This is an optimization exercise on Yosys and OpenROAD, whose aim is small area, a short achievable clock period and few clock cycles per item, not a production implementation. Only simulation tests tie the RTL to the original design; equivalence was not proved. Power and IR drop assume default switching activity.

==> constraint.sdc <==
create_clock -name core_clock -period 10.0 [get_ports {i_clk}]
set_input_delay 2.0000 -clock core_clock [delete_from_list [all_inputs] [get_ports {i_clk}]]
set_output_delay 2.0000 -clock core_clock [all_outputs]
set_load 0.01 [all_outputs]
==> run.sh <==
#!/bin/bash
# synth_recipe.tcl (not shown) runs the flow's synth.tcl, then flattens the netlist and writes it again
# the make line also repeats each setting of config.mk as NAME=value (left out here)
make -C /OpenROAD-flow-scripts/flow DESIGN_CONFIG=/design/flow/config.mk WORK_HOME=/design/flow/orfs CLKGATE_MAP_FILE= SYNTH_SCRIPT=/design/flow/synth_recipe.tcl finish
==> config.mk <==
export PLATFORM = sky130hd
export DESIGN_NAME = mem_stage_top
export DESIGN_NICKNAME = mem_stage_top
export VERILOG_FILES = /design/flow/design.v
export SDC_FILE = /design/flow/constraint.sdc
export NUM_CORES = 8
export LEC_CHECK = 0
export CAP_MARGIN = 20
export CORE_MARGIN = 2
export CORE_UTILIZATION = 45
export PLACE_DENSITY = 0.6
export SLEW_MARGIN = 20
export SYNTH_MEMORY_MAX_BITS = 16384
==> design.v <==
`timescale 1ns/1ns
package mem_bus_pkg;
    typedef struct packed {
        logic                   cyc;
        logic                   stb;
        logic                   we;
        logic [4-1:0]  sel;
        logic [32-1:0] addr;
        logic [32-1:0] data;
    } bus_req_t;
    typedef struct packed {
        logic                   ack;
        logic                   err;
        logic [32-1:0] data;
    } bus_rsp_t;
    typedef logic [0:0] master_idx_t;
endpackage
`timescale 1ns/1ns
package mem_access_pkg;
    typedef enum logic [1:0] {
        SIZE_BYTE = 2'b00,
        SIZE_HALF = 2'b01,
        SIZE_WORD = 2'b10
    } access_size_e;
    typedef struct packed {
        logic                   we;
        access_size_e           size;
        logic                   is_unsigned;
        logic [32-1:0] addr;
        logic [32-1:0] wdata;
    } cpu_req_t;
endpackage
`timescale 1ns/1ns
module data_bus_master (
    input  logic [1:0]             i_size,
    input  logic                   i_unsigned,
    input  logic [1:0]             i_off,
    input  logic [32-1:0] i_wdata,
    output logic [4-1:0]  o_sel,
    output logic [32-1:0] o_wdata,
    input  logic [32-1:0] i_rword,
    output logic [32-1:0] o_rdata
);
    logic [7:0]  rd_byte;
    logic [15:0] rd_half;
    always_comb begin
        case (i_size)
            2'd0:    o_sel = 4'b0001 << i_off;
            2'd1:    o_sel = i_off[1] ? 4'b1100 : 4'b0011;
            default: o_sel = 4'b1111;
        endcase
    end
    assign o_wdata[7:0]   = i_wdata[7:0];
    assign o_wdata[15:8]  = (i_size == 2'd0) ? i_wdata[7:0] : i_wdata[15:8];
    assign o_wdata[23:16] = i_size[1] ? i_wdata[23:16] : i_wdata[7:0];
    assign o_wdata[31:24] = (i_size == 2'd0) ? i_wdata[7:0] :
                            (i_size == 2'd1) ? i_wdata[15:8] : i_wdata[31:24];
    always_comb begin
        case (i_off)
            2'd0:    rd_byte = i_rword[7:0];
            2'd1:    rd_byte = i_rword[15:8];
            2'd2:    rd_byte = i_rword[23:16];
            default: rd_byte = i_rword[31:24];
        endcase
    end
    assign rd_half = i_off[1] ? i_rword[31:16] : i_rword[15:0];
    always_comb begin
        case (i_size)
            2'd0:    o_rdata = {{24{rd_byte[7] & ~i_unsigned}}, rd_byte};
            2'd1:    o_rdata = {{16{rd_half[15] & ~i_unsigned}}, rd_half};
            default: o_rdata = i_rword;
        endcase
    end
endmodule
`timescale 1ns/1ns
module bus_arbiter (
    input  logic       i_clk,
    input  logic       i_rst_n,
    input  logic       i_c_req,
    input  logic       i_c_we,
    input  logic       i_c_ram,
    input  logic       i_c_gpio,
    input  logic       i_c_bad,
    input  logic       i_c_bank,
    input  logic       i_c_ain,
    input  logic       i_d_req,
    input  logic       i_d_we,
    input  logic       i_d_ram,
    input  logic       i_d_gpio,
    input  logic       i_d_bad,
    input  logic       i_d_bank,
    input  logic       i_d_ain,
    output logic       o_rd_cpu,
    output logic [1:0] o_wb_cpu,
    output logic [1:0] o_wb_dma,
    output logic       o_gw_cpu,
    output logic       o_gw_dma,
    output logic       o_c_ack,
    output logic       o_c_err,
    output logic       o_d_ack,
    output logic       o_d_err
);
    localparam logic [3:0] URGENT = 4'd15;
    logic [3:0] wait_q;
    logic       urg_rd_q;
    logic       urg_wr_q;
    logic       urg_gw_q;
    logic c_rd, c_wr, c_gw;
    logic d_rd, d_wr, d_gw;
    logic c_wr_ok, c_gw_ok;
    logic d_done;
    assign c_rd = i_c_req && !i_c_we && i_c_ram;
    assign c_wr = i_c_req && i_c_we && i_c_ram;
    assign c_gw = i_c_req && i_c_we && i_c_gpio && !i_c_ain;
    assign d_rd = i_d_req && !i_d_we && i_d_ram;
    assign d_wr = i_d_req && i_d_we && i_d_ram;
    assign d_gw = i_d_req && i_d_we && i_d_gpio && !i_d_ain;
    assign o_rd_cpu = i_c_req && !i_c_we && !urg_rd_q;
    assign c_wr_ok  = c_wr && !(urg_wr_q && i_c_bank == i_d_bank);
    assign c_gw_ok  = c_gw && !urg_gw_q;
    assign o_wb_cpu[0] = c_wr_ok && !i_c_bank;
    assign o_wb_cpu[1] = c_wr_ok && i_c_bank;
    assign o_wb_dma[0] = d_wr && !i_d_bank && !o_wb_cpu[0];
    assign o_wb_dma[1] = d_wr && i_d_bank && !o_wb_cpu[1];
    assign o_gw_cpu    = c_gw_ok;
    assign o_gw_dma    = d_gw && !c_gw_ok;
    assign o_c_err = i_c_req && i_c_bad;
    assign o_c_ack = (c_rd && !urg_rd_q) || c_wr_ok || c_gw_ok
                  || (i_c_req && !i_c_we && i_c_gpio);
    assign o_d_err = i_d_req && i_d_bad;
    assign o_d_ack = (d_rd && !o_rd_cpu) || (|o_wb_dma) || o_gw_dma
                  || (i_d_req && !i_d_we && i_d_gpio);
    assign d_done = o_d_ack || o_d_err;
    always_ff @(posedge i_clk) begin
        if (!i_rst_n || !i_d_req || d_done) begin
            wait_q   <= '0;
            urg_rd_q <= 1'b0;
            urg_wr_q <= 1'b0;
            urg_gw_q <= 1'b0;
        end else if (wait_q != URGENT) begin
            wait_q   <= wait_q + 4'd1;
            urg_rd_q <= (wait_q == URGENT - 4'd1) && d_rd;
            urg_wr_q <= (wait_q == URGENT - 4'd1) && d_wr;
            urg_gw_q <= (wait_q == URGENT - 4'd1) && d_gw;
        end
    end
endmodule
`timescale 1ns/1ns
module bus_decoder (
    input  logic [32-1:0] i_addr,
    input  logic                   i_we,
    output logic                   o_ram,
    output logic                   o_gpio,
    output logic                   o_bad
);
    localparam int RAM_AW  = $clog2(1024);
    localparam int GPIO_AW = $clog2(8);
    localparam logic [32-1:0] RAM_BASE_A  = 32'h1000_0000;
    localparam logic [32-1:0] GPIO_BASE_A = 32'hFFFF_FFF8;
    assign o_ram  = i_addr[32-1:RAM_AW] == RAM_BASE_A[32-1:RAM_AW];
    assign o_gpio = i_addr[32-1:GPIO_AW] == GPIO_BASE_A[32-1:GPIO_AW];
    assign o_bad  = !(o_ram || o_gpio) || (o_gpio && i_we && i_addr[2]);
endmodule
`timescale 1ns/1ns
module data_ram (
    input  logic                   i_clk,
    input  logic [7:0]             i_raddr,
    output logic [32-1:0] o_rdata,
    input  logic [1:0][6:0]        i_waddr,
    input  logic [1:0][4-1:0] i_wsel,
    input  logic [1:0][32-1:0] i_wdata
);
    localparam int WORDS = 1024 / 4;
    logic [32-1:0] mem [WORDS];
    for (genvar w = 0; w < WORDS; w++) begin : g_word
        for (genvar l = 0; l < 4; l++) begin : g_lane
            always_ff @(posedge i_clk) begin
                if (i_wsel[w % 2][l] && i_waddr[w % 2] == 7'(w / 2)) begin
                    mem[w][8*l +: 8] <= i_wdata[w % 2][8*l +: 8];
                end
            end
        end
    end
    always_comb begin
        o_rdata = '0;
        for (int w = 0; w < WORDS; w++) begin
            o_rdata = o_rdata | ({32{i_raddr == 8'(w)}} & mem[w]);
        end
    end
endmodule
`timescale 1ns/1ns
module gpio_regs (
    input  logic                   i_clk,
    input  logic                   i_rst_n,
    input  logic                   i_cpu_we,
    input  logic [4-1:0]  i_cpu_sel,
    input  logic [32-1:0] i_cpu_wdata,
    input  logic                   i_dma_we,
    input  logic [4-1:0]  i_dma_sel,
    input  logic [32-1:0] i_dma_wdata,
    output logic [32-1:0]     o_gpio
);
    logic [32-1:0] out_q;
    always_ff @(posedge i_clk) begin
        if (!i_rst_n) begin
            out_q <= '0;
        end else begin
            for (int i = 0; i < 4; i++) begin
                if (i_cpu_we && i_cpu_sel[i]) begin
                    out_q[8*i +: 8] <= i_cpu_wdata[8*i +: 8];
                end else if (i_dma_we && i_dma_sel[i]) begin
                    out_q[8*i +: 8] <= i_dma_wdata[8*i +: 8];
                end
            end
        end
    end
    assign o_gpio = out_q;
endmodule
`timescale 1ns/1ns
module mem_stage_top (
    input  logic                     i_clk,
    input  logic                     i_rst_n,
    input  logic                     i_cpu_req,
    input  logic                     i_cpu_we,
    input  logic [1:0]               i_cpu_size,
    input  logic                     i_cpu_unsigned,
    input  logic [32-1:0]   i_cpu_addr,
    input  logic [32-1:0]   i_cpu_wdata,
    output logic                     o_cpu_ack,
    output logic                     o_cpu_err,
    output logic [32-1:0]   o_cpu_rdata,
    input  logic                     i_dma_cyc,
    input  logic                     i_dma_stb,
    input  logic                     i_dma_we,
    input  logic [4-1:0]    i_dma_sel,
    input  logic [32-1:0]   i_dma_addr,
    input  logic [32-1:0]   i_dma_data,
    output logic                     o_dma_ack,
    output logic                     o_dma_err,
    output logic [32-1:0]   o_dma_data,
    input  logic [32-1:0]       i_gpio,
    output logic [32-1:0]       o_gpio
);
    logic                   d_req;
    logic                   c_ram, c_gpio, c_bad;
    logic                   d_ram, d_gpio, d_bad;
    logic [4-1:0]  c_sel;
    logic [32-1:0] c_wdata;
    logic [32-1:0] c_rword;
    logic                   rd_cpu;
    logic [1:0]             wb_cpu, wb_dma;
    logic                   gw_cpu, gw_dma;
    logic [7:0]             raddr;
    logic [32-1:0] ram_rdata;
    logic [1:0][6:0]        waddr;
    logic [1:0][4-1:0] wsel;
    logic [1:0][32-1:0] wdata;
    assign d_req = i_dma_cyc && i_dma_stb;
    bus_decoder u_cdec (
        .i_addr (i_cpu_addr),
        .i_we   (i_cpu_we),
        .o_ram  (c_ram),
        .o_gpio (c_gpio),
        .o_bad  (c_bad)
    );
    bus_decoder u_ddec (
        .i_addr (i_dma_addr),
        .i_we   (i_dma_we),
        .o_ram  (d_ram),
        .o_gpio (d_gpio),
        .o_bad  (d_bad)
    );
    data_bus_master u_master (
        .i_size     (i_cpu_size),
        .i_unsigned (i_cpu_unsigned),
        .i_off      (i_cpu_addr[1:0]),
        .i_wdata    (i_cpu_wdata),
        .o_sel      (c_sel),
        .o_wdata    (c_wdata),
        .i_rword    (c_rword),
        .o_rdata    (o_cpu_rdata)
    );
    bus_arbiter u_arb (
        .i_clk    (i_clk),
        .i_rst_n  (i_rst_n),
        .i_c_req  (i_cpu_req),
        .i_c_we   (i_cpu_we),
        .i_c_ram  (c_ram),
        .i_c_gpio (c_gpio),
        .i_c_bad  (c_bad),
        .i_c_bank (i_cpu_addr[2]),
        .i_c_ain  (i_cpu_addr[2]),
        .i_d_req  (d_req),
        .i_d_we   (i_dma_we),
        .i_d_ram  (d_ram),
        .i_d_gpio (d_gpio),
        .i_d_bad  (d_bad),
        .i_d_bank (i_dma_addr[2]),
        .i_d_ain  (i_dma_addr[2]),
        .o_rd_cpu (rd_cpu),
        .o_wb_cpu (wb_cpu),
        .o_wb_dma (wb_dma),
        .o_gw_cpu (gw_cpu),
        .o_gw_dma (gw_dma),
        .o_c_ack  (o_cpu_ack),
        .o_c_err  (o_cpu_err),
        .o_d_ack  (o_dma_ack),
        .o_d_err  (o_dma_err)
    );
    assign raddr = rd_cpu ? i_cpu_addr[9:2] : i_dma_addr[9:2];
    for (genvar b = 0; b < 2; b++) begin : g_bank
        assign waddr[b] = wb_cpu[b] ? i_cpu_addr[9:3] : i_dma_addr[9:3];
        assign wsel[b]  = wb_cpu[b] ? c_sel : (wb_dma[b] ? i_dma_sel : '0);
        assign wdata[b] = wb_cpu[b] ? c_wdata : i_dma_data;
    end
    data_ram u_ram (
        .i_clk   (i_clk),
        .i_raddr (raddr),
        .o_rdata (ram_rdata),
        .i_waddr (waddr),
        .i_wsel  (wsel),
        .i_wdata (wdata)
    );
    gpio_regs u_gpio (
        .i_clk       (i_clk),
        .i_rst_n     (i_rst_n),
        .i_cpu_we    (gw_cpu),
        .i_cpu_sel   (c_sel),
        .i_cpu_wdata (c_wdata),
        .i_dma_we    (gw_dma),
        .i_dma_sel   (i_dma_sel),
        .i_dma_wdata (i_dma_data),
        .o_gpio      (o_gpio)
    );
    assign c_rword    = !c_gpio ? ram_rdata : (i_cpu_addr[2] ? i_gpio : o_gpio);
    assign o_dma_data = !d_gpio ? ram_rdata : (i_dma_addr[2] ? i_gpio : o_gpio);
endmodule
==> summary.txt, run 1 <==
Outcome
  – Outcome: stopped before the end
  – Fail Step: global routing
  – Run Error: [ERROR GRT-0116] Global routing finished with congestion. Check the congestion regions in the DRC Viewer.

Clock network
  – Sink Count: roughly 8200
  – Hold-fix buffers at CTS: 0
  – CTS Buf Count: 831
  – CTS Root Cell: clkbuf_16
  – # H-tree levels: 6
  – Longest Clk Path Bufs: 4

Yosys
  – Flops & latches, synth: a little over 8000
  – Synth area leader: edfxtp_1
  – Sequential element share of the synthesized area: 0.783
  – Largest cells by area after synthesis: edfxtp_1 (78%), a22oi_1 (5.0%), a22o_1 (2.0%)
  – Synth Instances: around 19000
  – Multiplexer share of the synthesized area: 0.00406
  – Post-Synthesis Cell Area: 0.315 sq mm
  – Post-synth top cells: edfxtp_1 (8192), a22oi_1 (2111), o21ai_0 (1168), nor2_1 (983), nor3_1 (957)
  – Post-synth net total: a little under 20000
  – Post-synth cell types: 96
  – Ys Warns: 5
  – Synth Flop Type: edfxtp_1
  – Synth Area in Adders: 0.0000794
  – Largest family of logic cells by synthesized area: compound AO/OA/AOI/OAI gates
  – Share of the synthesized area in the top cell type: 0.780
  – Compound-Gate Fraction of Synth Area: 0.124
  – EDFF count, synth: between 8000 and 9000
  – Most common cell in the netlist: edfxtp_1
  – Syn_area_per_cell: approximately 16 sq um
  – Simple-gate share of the synthesized area: 0.0698
  – Post-synthesis xor/xnor area fraction: 0.0000556
  – Post-synth ARST share: 0

Floorplanning
  – I/O pins: 274
  – Initial Util: 0.451
  – Die Wd: between 800 and 900 um
  – Row count: a little over 300
  – Die Y: 841 um

Place
  – Pre-CTS WS: -1.57 ns
  – GP Congestion: between 1.5 and 2
  – DP Cell Count: about 33000
  – DP HPWL: between 2000 and 2500 mm
  – I/O Buffers: about 270
  – Cell Area, Placed: between 0.3 and 0.4 sq mm

GRT
  – First-pass GRT wire length: just under 4000 mm
  – Total GRT Usage: 0.862
  – Vias in the first global route: between 300k and 400k
  – Largest net degree at the start of global routing: approximately 130
  – Total grt overflow: between 500 and 600
worst max-delay path by stage:
stage	slack, ns	cells past startpoint	startpoint	endpoint
2_1_floorplan	-0.24	10	i_cpu_addr[16]	u_ram.mem[0][29]
3_3_place_gp	-2.24	20	i_cpu_req	o_cpu_rdata[5]
4_1_cts	0.03	23	i_cpu_we	o_dma_data[16]
3_5_place_dp	-1.57	20	i_cpu_req	o_cpu_rdata[5]
layer usage:
layer | track usage | overflow
met1 | 0.870 | 78
met2 | 0.919 | 229
met3 | 0.821 | 70
met4 | 0.812 | 144
met5 | 0.743 | 9
cells by family after synthesis:
kind of cell | Yosys count
AO/OA/AOI/OAI | 5385
flip-flops | 8231
XOR/XNOR | 2
buffers and inverters | 1436
AND/OR/NAND/NOR | 4208
adder cells (fa/ha/maj) | 2
multiplexers | 125
per-stage QoR:
step           power (uW)  TNS (ns)
2_1_floorplan       39800   -391.93
3_3_place_gp        42700    -62.89
3_5_place_dp        42700    -52.52
4_1_cts             73400         0
power by group through the flow:
| stage | clock, uW | sequential, uW | combinational, uW |
|---|---|---|---|
| after global placement | 0 | 38700 | 4080 |
| after CTS | 31400 | 37900 | 4160 |
| after detailed placement | 0 | 38700 | 4090 |
| after floorplan | 0 | 38800 | 1010 |
timing repair:
| item | 4_1_cts |
|---|---|
| pin swaps | 85 |
| endpoints found under the setup margin | 61 |
| buffers inserted | 56 |
| gates cloned | 3 |
| resized for setup | 326 |
| endpoints found under the hold margin | 0 |
Testbench counts, summed over its fixed seeds: cycles 3,200, items 4,800.
==> run 2: changes to the inputs <==
--- a/config.mk
+++ b/config.mk
@@ -8,6 +8,7 @@
 export CAP_MARGIN = 20
 export CORE_MARGIN = 2
-export CORE_UTILIZATION = 45
-export PLACE_DENSITY = 0.6
+export CORE_UTILIZATION = 35
+export PLACE_DENSITY = 0.5
+export SETUP_SLACK_MARGIN = 2.5
 export SLEW_MARGIN = 20
 export SYNTH_MEMORY_MAX_BITS = 16384
==> summary.txt, run 2 <==
Place
  – I/O Buffers: 271 (unchanged)
  – DP HPWL: 2540 mm (+18%)
  – Cell Area, Placed: 0.393 sq mm (+3.4%)
  – DP Cell Count: 36100 (+10%)
  – GP Congestion: 1.34 (-14%)

Yosys
  – Share of the synthesized area in the top cell type: 0.780 (unchanged)
  – EDFF count, synth: 8192 (unchanged)
  – Post-synth cell types: 96 (unchanged)
  – Ys Warns: 5 (unchanged)
  – Synth area leader: edfxtp_1
  – Post-synth net total: 19600 (unchanged)
  – Post-synth ARST share: 0 (unchanged)
  – Synth Instances: 19400 (unchanged)
  – Flops & latches, synth: 8231 (unchanged)
  – Most common cell in the netlist: edfxtp_1
  – Post-Synthesis Cell Area: 0.315 sq mm (unchanged)
  – Synth Flop Type: edfxtp_1
  – Largest cells by area after synthesis: edfxtp_1 (78%), a22oi_1 (5.0%), a22o_1 (2.0%)
  – Post-synth top cells: edfxtp_1 (8192), a22oi_1 (2111), o21ai_0 (1168), nor2_1 (983), nor3_1 (957)
  – Sequential element share of the synthesized area: 0.783 (unchanged)
  – Syn_area_per_cell: 16.3 sq um (unchanged)

Outcome
  – Fail Step: global routing
  – Run Error: [ERROR GRT-0232] Routing congestion too high. Check the congestion heatmap in the GUI.
  – Outcome: stopped before the end

Clock network
  – Hold-fix buffers at CTS: 0 (unchanged)
  – Longest Clk Path Bufs: 4 (unchanged)
  – Sink Count: 8231 (unchanged)
  – CTS Root Cell: clkbuf_16
  – CTS Buf Count: 877 (+5.5%)
  – # H-tree levels: 6 (unchanged)

GRT
  – Total grt overflow: 3
  – Largest net degree at the start of global routing: approximately 130
  – Total GRT Usage: 0.726

Floorplanning
  – Row count: 348 (+13%)
  – I/O pins: 274 (unchanged)
  – Initial Util: 0.351 (-0.100)
  – Die Wd: 953 um (+13%)
  – Die Y: 953 um (+13%)
[run 2: cell counts after synthesis]
Identical to the previous run, type by type.
[run 2: stage by stage]
stage | setup TNS [ns] | hold slack [ns] | utilization | worst slack [ns]
2_1_floorplan | 0 | 0.447 | - | 1.94
3_3_place_gp | -97.07 | 0.474 | 0.436 | -3.37
3_5_place_dp | -74.45 | 0.483 | 0.438 | -2.23
4_1_cts | 0 | 0.491 | 0.478 | 0.0102
[run 2: routing by layer]
metal / GRT overflow / track usage
met1: 0 / 0.735
met2: 0 / 0.803
met3: 0 / 0.664
met4: 3 / 0.671
met5: 0 / 0.581
[run 2: worst max path at each step]
stage,from,to,slack (ns),cells past startpoint
CTS,i_cpu_we,o_cpu_rdata[6],0.01,22
detailed placement,i_cpu_we,o_cpu_rdata[8],-2.23,21
global placement,i_cpu_we,o_cpu_rdata[5],-3.37,20
floorplan,i_cpu_addr[16],u_ram.mem[0][21],1.94,10
[run 2: cell families after synthesis]
kind of cell | synth area share
adder cells (fa/ha/maj) | 0.0000794
XOR/XNOR | 0.0000556
multiplexers | 0.00406
flip-flops | 0.783
buffers and inverters | 0.0197
AO/OA/AOI/OAI | 0.124
AND/OR/NAND/NOR | 0.0698
[run 2: timing repair]
action	CTS
hold endpoints to repair	0
buffers inserted	303
cloned	14
setup endpoints to repair	66
pin swaps	196
resized for setup	1103
[run 2: power groups by stage]
stage	Sequential, uW	Clock, uW	Combinational (uW)
2_1_floorplan	38800	0	1010
3_3_place_gp	38700	0	4540
3_5_place_dp	38700	0	4550
4_1_cts	37900	33100	4770
==> run 3: changes to the inputs <==
--- a/design.v
+++ b/design.v
@@ -182,11 +182,40 @@
         end
     end
+    localparam int GROUPS = (WORDS + 2) / 3;
+    logic [WORDS-1:0]       rsel;
+    logic [32-1:0] grp_n [GROUPS];
+    assign rsel = {{(WORDS-1){1'b0}}, 1'b1} << i_raddr;
+    for (genvar g = 0; g < GROUPS; g++) begin : g_grp
+        if (3*g + 2 < WORDS) begin : g_full
+            for (genvar b = 0; b < 32; b++) begin : g_bit
+                ram_rd_aoi3 u_aoi (
+                    .i_sel  (rsel[3*g +: 3]),
+                    .i_d    ({mem[3*g+2][b], mem[3*g+1][b], mem[3*g][b]}),
+                    .o_y_n  (grp_n[g][b])
+                );
+            end
+        end else begin : g_part
+            always_comb begin
+                grp_n[g] = '1;
+                for (int w = 3*g; w < WORDS; w++) begin
+                    grp_n[g] = grp_n[g] & ~({32{rsel[w]}} & mem[w]);
+                end
+            end
+        end
+    end
     always_comb begin
         o_rdata = '0;
-        for (int w = 0; w < WORDS; w++) begin
-            o_rdata = o_rdata | ({32{i_raddr == 8'(w)}} & mem[w]);
+        for (int g = 0; g < GROUPS; g++) begin
+            o_rdata = o_rdata | ~grp_n[g];
         end
     end
 endmodule
+module ram_rd_aoi3 (
+    input  logic [2:0] i_sel,
+    input  logic [2:0] i_d,
+    output logic       o_y_n
+);
+    assign o_y_n = ~(|(i_sel & i_d));
+endmodule
 `timescale 1ns/1ns
 module gpio_regs (
--- a/config.mk
+++ b/config.mk
@@ -10,5 +10,6 @@
 export CORE_UTILIZATION = 35
 export PLACE_DENSITY = 0.5
-export SETUP_SLACK_MARGIN = 2.5
+export SETUP_SLACK_MARGIN = 0.6
 export SLEW_MARGIN = 20
+export SYNTH_HIERARCHICAL = 1
 export SYNTH_MEMORY_MAX_BITS = 16384
==> summary.txt, run 3 <==
Detailed routing
  – Wire length on met1: approximately 450 mm
  – Vias per std cell: a little over 6
  – DR pass1 iterations: 17
  – DR WL met2: ~530 mm
  – Routed length per instance: around 39 um
  – Final wirelength: 1180 mm
  – Number of remaining DRC errors: 0
  – Via count: roughly 190k
  – Drt initial violations: around 42000
  – Top layer in use: met5
  – Final ANT Viol Nets: 0
  – Met3 Wirelength: 135 mm

Cells and area
  – Most common cell after layout, fill and taps aside: edfxtp_1
  – Number of flip-flops under the largest register name: between 8000 and 9000
  – Design Area, Final: 0.369 sq mm
  – Commonest non-fill, non-tap cells in the layout: edfxtp_1 (8192), a222oi_1 (2720), buf_4 (2530)
  – Area grow syn2layout: 24.6%
  – Top flop regs: u_ram.mem (8192), u_gpio.out_q (32), u_arb.wait_q (4)
  – Most flops, register: u_ram.mem
  – Final Net Count: around 19000
  – Share of cells above drive strength 1: 0.254
  – Fin util: 0.438

Clock network
  – CTS Buf Count: 813 (-7.3%)
  – CTS clk-pin slew, worst paths: about 0.06 ns
  – Clock latency on the worst-skew pair: between 1 and 1.5 ns
  – CTS Root Cell: clkbuf_16
  – Longest Clk Path Bufs: 4 (unchanged)
  – # H-tree levels: 6 (unchanged)
  – Sink Count: 8231 (unchanged)
  – CTS tree: yes

Yosys
  – Post-synth net total: 14700 (-25%)
  – Most common cell in the netlist: edfxtp_1
  – Sequential element share of the synthesized area: 0.834 (+0.0516)
  – Synth Flop Type: edfxtp_1
  – Post-Synthesis Cell Area: 0.296 sq mm (-6.2%)
  – Synth area leader: edfxtp_1
  – Ys Warns: 2734 (+2729)
  – EDFF count, synth: 8192 (unchanged)
  – Syn_area_per_cell: 20.4 sq um (+25%)
  – Largest cells by area after synthesis: edfxtp_1 (83%), a222oi_1 (9.2%), and2_1 (2.1%)
  – Post-synth ARST share: 0 (unchanged)
  – Flops & latches, synth: 8231 (unchanged)
  – Synth Instances: 14500 (-25%)
  – Share of the synthesized area in the top cell type: 0.832 (+0.0514)
  – Post-synth top cells: edfxtp_1 (8192), a222oi_1 (2720), and2_1 (985), nand4_1 (686), nor2_1 (548)
  – Post-synth cell types: 63 (-34%)

Floorplanning
  – Die area: approximately 0.85 sq mm
  – Die Wd: 923 um (-3.1%)
  – Initial Util: 0.351 (about the same)
  – Core area: 0.842 sq mm
  – I/O pins: 274 (unchanged)
  – Row count: 337 (-3.2%)
  – Die Y: 923 um (-3.1%)

STA
  – Final period demand of the worst path: 9.98 ns
  – Peak Freq: approximately 100 MHz
  – Clock skew: ~0.09 ns
  – TNS Setup: 0 ns
  – Final period utilization: 0.998
  – Final hold vios: 0
  – Final Setup Violations: 0
  – Slew HR: 0.135
  – Max-slew violation count: 0
  – Slew @ Worst Pin: between 1 and 1.5 ns
  – RSZ-0062 raised after global routing: yes

GRT
  – Total grt overflow: 0
  – Largest net degree at the start of global routing: approximately 120
  – Total GRT Usage: 0.266
  – Initial antenna violation count: 155
  – First-pass GRT wire length: ~1600 mm
  – Vias in the first global route: 179000

Worst setup path
  – Critical Path Fanout Max: 8
  – R2r startpoint: u_arb.urg_wr_q
  – Crit start category: primary input
  – CP Class: primary input to primary output
  – CP required: roughly 8 ns
  – Critical Path End Type: primary output
  – WP data arrival: approximately 8 ns
  – Crit path launch: i_cpu_we

Worst hold path
  – Hold_sp: u_arb.wait_q[3]
  – Worst min path class: flip-flop to flip-flop

Pwr
  – Max IR drop VDD: 0.151 mV
  – Pint: between 50000 and 60000 uW
  – Psw: around 16000 uW
  – Gate power share: 0.058
  – PD cells: 195 mW/mm^2
  – Switching Fraction: 0.227
  – Clock share of power: 0.414
  – Seq pwr share: 0.529
  – P_leak: about 0.12 uW

Place
  – Cell Area, Placed: 0.341 sq mm (-13%)
  – I/O Buffers: 271 (unchanged)
  – DP HPWL: 820 mm (-68%)
  – GP Congestion: 0.921 (-31%)

Flow run
  – Max cap viols: 0

Outcome
  – Outcome: no timing/DRC/antenna violations
==> run 3: cell types whose count changed after synthesis, sizes merged, moves of 711 or more <==
cell,before,now
nor3,958,7
a222oi,174,2720
and2,22,985
o21ai,1173,13
a22o,715,4
a22oi,2111,11
clkbuf,949,179
==> run 3: cells by family after synthesis <==
kind of cell	count (synthesis)	share of synthesized area
multiplexers	175	0.00728
XOR/XNOR	2	0.0000592
buffers and inverters	279	0.00470
AND/OR/NAND/NOR	2826	0.0545
AO/OA/AOI/OAI	3007	0.0992
flip-flops	8231	0.834
adder cells (fa/ha/maj)	2	0.0000846
==> run 3: per-module statistics from Yosys, one instance, submodules excluded <==
module,cells,flops+latches
mem_stage_top,329,0
data_ram,11000,8192
bus_decoder,19,0
gpio_regs,197,32
data_bus_master,193,0
bus_arbiter,66,7
ram_rd_aoi3,1,0
==> run 3: final timing paths <==
| check | to | slack [ns] | depth (start not counted) |
|---|---|---|---|
| min reg2reg | u_arb.urg_rd_q | 0.53 | 2 |
| max reg2reg | u_ram.mem[87][0] | 4.83 | 8 |
| min | u_arb.urg_rd_q | 0.53 | 2 |
| max | o_cpu_rdata[14] | 0.02 | 26 |
==> run 3: per-stage QoR <==
stage	worst slack [ns]	hold slack, ns	cells	power [uW]
after floorplan	1.62	0.475	14500	39500
after global placement	-1.55	0.516	28700	42500
after detailed placement	-1.58	0.510	28700	42500
after CTS	0.179	0.519	30200	71800
after global routing	0.0628	0.556	30200	73200
final	0.0182	0.527	30300	71700
==> run 3: worst max-delay path: stages <==
cell and delay (ns):
buf_6 0.10, or3b_4 0.41, inv_4 0.08, buf_12 0.15, mux2_4 0.34, nor2b_4 0.13, buf_6 0.13, nand3_4 0.11
buf_12 0.15, nor2_4 0.05, buf_12 0.13, buf_6 0.11, a222oi_1 0.46, nand4_1 0.38, nor4_4 0.68, buf_4 0.21
and3_4 0.20, buf_12 0.12, nand4_1 0.27, nor2_1 0.23, a21oi_2 0.09, mux4_2 0.60, nand3b_4 0.15, buf_12 0.13
o211ai_1 0.26, buf_2 0.25
==> run 3: timing repair <==
item	CTS	global route
hold buffers	0	0
gates resized for setup	215	113
setup endpoints to repair	64	43
pin swaps	90	97
buffers inserted	42	33
cloned	1	1
==> run 3: layout make-up <==
cell class	count	area (sq um)
fillers	72800	473000
clock inverters	472	4140
flip-flops and latches	8231	247000
multi-input cells	6012	51200
repair buffers	3293	31100
well taps	11200	14000
diodes	121	303
inverters	8	32.5
clock buffers	1010	21200
==> run 3: per-layer routing <==
metal / global-route usage / vias to the layer above
li1: - / 74000
met1: 0.358 / 98000
met2: 0.412 / 12800
met3: 0.0638 / 1872
met4: 0.115 / 52
met5: 0 / -
==> run 3: power groups by stage <==
stage / registers, uW / logic [uW] / clock network, uW
global placement: 38700 / 3860 / 0
global route: 37900 / 4110 / 31200
floorplan: 38700 / 863 / 0
CTS: 37900 / 3960 / 29900
finish: 37900 / 4130 / 29700
detailed placement: 38700 / 3870 / 0
Testbench counts of run 3, summed over its fixed seeds: cycles 3,200, items 4,800.

-- static timing again, ports no longer ideal --
The results above use ideal ports. As a check the final layout listed here was re-extracted and re-timed, cells and wires unchanged.
Step 1 sets driving cells, clkbuf_16 on the clock port and buf_2 on the other inputs (assumed; they add their load-dependent delay and slew).
Step 2, shift: input delay + t, output delay - t, t = (earliest + latest rising clock arrival at the registers) / 2. This alone moves slack from input paths to output paths.
Slacks: ideal / step 1 / step 2; pairs: ideal / step 1.
run: run 3
shift t [ns]: 1.318
setup slack, ns: 0.018 / -0.028 / -0.028
worst setup path at the end: input to output
worst register clock-pin slew, ns: 0.07 / 0.07
Met with ideal ports but missed after step 2: setup timing in run 3. For run 3, drivers alone change the setup slack by -0.046 ns; drivers and shift together by -0.046 ns.
